This design comes from an exercise in tuning for small area, a short achievable clock period and few clock cycles per item on the open sky130 flow, not from production work.
Only simulation tests tie the RTL to the original design; equivalence was not proved.
Power and IR drop assume default switching activity.

JK:
==> flow/design.v (excerpt) <==
module tdes_dec (
	input  logic             clk,
	input  logic             rst,
	input  logic             start,
	input  tdes_pkg::key_t   ek1,
	input  tdes_pkg::key_t   ek2,
	input  tdes_pkg::key_t   ek3,
	input  tdes_pkg::block_t ct,
	output logic             ready,
	output logic             done,
	output tdes_pkg::block_t pt,
	output tdes_pkg::key_t   k1,
	output tdes_pkg::key_t   k2,
	output tdes_pkg::key_t   k3
);
==> flow/config.mk <==
export PLATFORM = sky130hd
export DESIGN_NAME = tdes_dec
export DESIGN_NICKNAME = tdes_dec
export VERILOG_FILES = /design/flow/design.v
export SDC_FILE = /design/flow/constraint.sdc
export NUM_CORES = 4
export LEC_CHECK = 0
export CAP_MARGIN = 20
export CORE_AREA = 5 5 220 220
export CTS_BUF_LIST = sky130_fd_sc_hd__clkbuf_4 sky130_fd_sc_hd__clkbuf_8
export DIE_AREA = 0 0 225 225
export SETUP_SLACK_MARGIN = 3.3
export SLEW_MARGIN = 20
==> flow/constraint.sdc <==
create_clock -name core_clock -period 5.0 [get_ports {clk}]
set_input_delay 1.0000 -clock core_clock [delete_from_list [all_inputs] [get_ports {clk}]]
set_output_delay 1.0000 -clock core_clock [all_outputs]
set_load 0.01 [all_outputs]
standard.sh (not shown) runs the stock make flow with config.mk's settings and CLKGATE_MAP_FILE= SYNTH_SCRIPT=/design/flow/synth_recipe.tcl, a recipe that flattens the netlist after the stock synthesis.
==> flow/flow/run.sh <==
#!/bin/bash
# Standard layout, with plain buffers on the ports instead of delay cells.
cp standard.sh standard_sh.txt
export BUFFER_PORTS_ARGS="-buffer_cell sky130_fd_sc_hd__buf_1"
bash standard.sh > standard.log 2>&1
Testbench counts of JK, summed over its fixed seeds: cycles 192, items 192.
Input-level comparison between MS and JK:
- ABC_AREA now 1, previously not set
- CTS_BUF_LIST no longer set, was sky130_fd_sc_hd__clkbuf_4 sky130_fd_sc_hd__clkbuf_8
==> flow/flow/run.sh <==
#!/bin/bash
# Standard layout, with plain buffers on the ports instead of delay cells
# and a clock tree without dummy loads.
cp standard.sh standard_sh.txt
export BUFFER_PORTS_ARGS="-buffer_cell sky130_fd_sc_hd__buf_1"
export CTS_ARGS="-sink_clustering_enable -repair_clock_nets -sink_clustering_size 24 -sink_clustering_max_diameter 80 -dont_use_dummy_load"
bash standard.sh > standard.log 2>&1
==> notes.md <==
Relative to JK, worst hold margin has gone up in MS.
[MS] multi-input gate area in the final layout rose 530 sq um relative to JK
Of MS and JK, the run reporting the higher combinational cell fraction of total power was MS.
#### Input delta (AL over MS)
- clearing ABC_AREA, which used to be 1
- putting CTS_CLUSTER_DIAMETER at 80 where nothing was set
- putting CTS_CLUSTER_SIZE at 24 where nothing was set
==> flow/flow/run.sh <==
#!/bin/bash
# Standard layout, with plain buffers on the ports instead of delay cells.
cp standard.sh standard_sh.txt
export BUFFER_PORTS_ARGS="-buffer_cell sky130_fd_sc_hd__buf_1"
bash standard.sh > standard.log 2>&1
[summary]
Timing, DRC, antenna: 0 failures across AL and MS
Going from MS to AL, the met2 wirelength from detailed routing was found to have gone down by 13%.
Looking at number of distinct library cells after synthesis, AL sits 3 below MS.
Diff MS -> AL: global routing met2 resource utilization shows a reduction of 4.3 points; worst hold slack shows a reduction of 0.051 ns; synthesized area shows a reduction of 11%; clock network power shows an increase of about 6%.
MS -> AL: non-filler instance count after layout decreased by more than a quarter
AL against MS: met1 track demand over resource has decreased; post-route DRC violation count comparable; fraction of power spent switching nets shows a reduction of 1.4 points.
Setup changes, AL to TR
- changing DIE_AREA from 0 0 225 225 to 0 0 180 180
- changing CORE_AREA from 5 5 220 220 to 5 5 175 175
==> flow/flow/run.sh <==
#!/bin/bash
# Standard layout, with plain buffers on the ports instead of delay cells
# and pins one track apart so that the die can be small.
cp standard.sh standard_sh.txt
export BUFFER_PORTS_ARGS="-buffer_cell sky130_fd_sc_hd__buf_1"
export PLACE_PINS_ARGS="-min_distance 1 -min_distance_in_tracks"
bash standard.sh > standard.log 2>&1
--- outcome ---
- Diff AL -> TR: power density over cell area went down about 1.4%, final cell area excluding filler cells fell by 390 sq um.
- Cmp TR and AL / clock-buffer cell count / lower: TR
- Sequential logic power of AL is on par with TR.
- Wire length on met1 is higher on AL
- From AL to TR the numbers moved as follows: total wirelength of the detailed-routed design fell about 10%, synthesized flop and latch total about even.
- Sort TR and AL by area added between synthesis and finish, ascending, and TR comes first.

re-timing with driven ports:
In the flow no input, the clock included, has a driving cell. The finished layouts below were timed again as built, in two steps.
Step 1 assumes that a clkbuf_16 drives the clock port and a buf_2 every other input.
Step 2 moves the port delays by t, midway between the first and last clock arrival at a register: inputs arrive t later, outputs are due t later. That takes back most of the time a late clock gives input paths.
Slacks: ideal ports / drivers / drivers and shift; pairs: ideal ports / drivers.
| run | shift t [ns] | slack for setup (ns) | clock arrival spread, ns |
|---|---|---|---|
| JK | 0.625 | 2.805 / 2.755 / 2.764 | 0.031 / 0.031 |
| MS | 0.564 | 2.866 / 2.816 / 2.729 | 0.048 / 0.047 |
| AL | 0.569 | 2.865 / 2.809 / 2.739 | 0.022 / 0.022 |
| TR | 0.530 | 2.942 / 2.898 / 2.793 | 0.027 / 0.027 |
After both steps every run listed still meets setup and hold. The setup slack of TR, which loses most, moves by -0.044 ns with the drivers and by -0.149 ns with both steps.
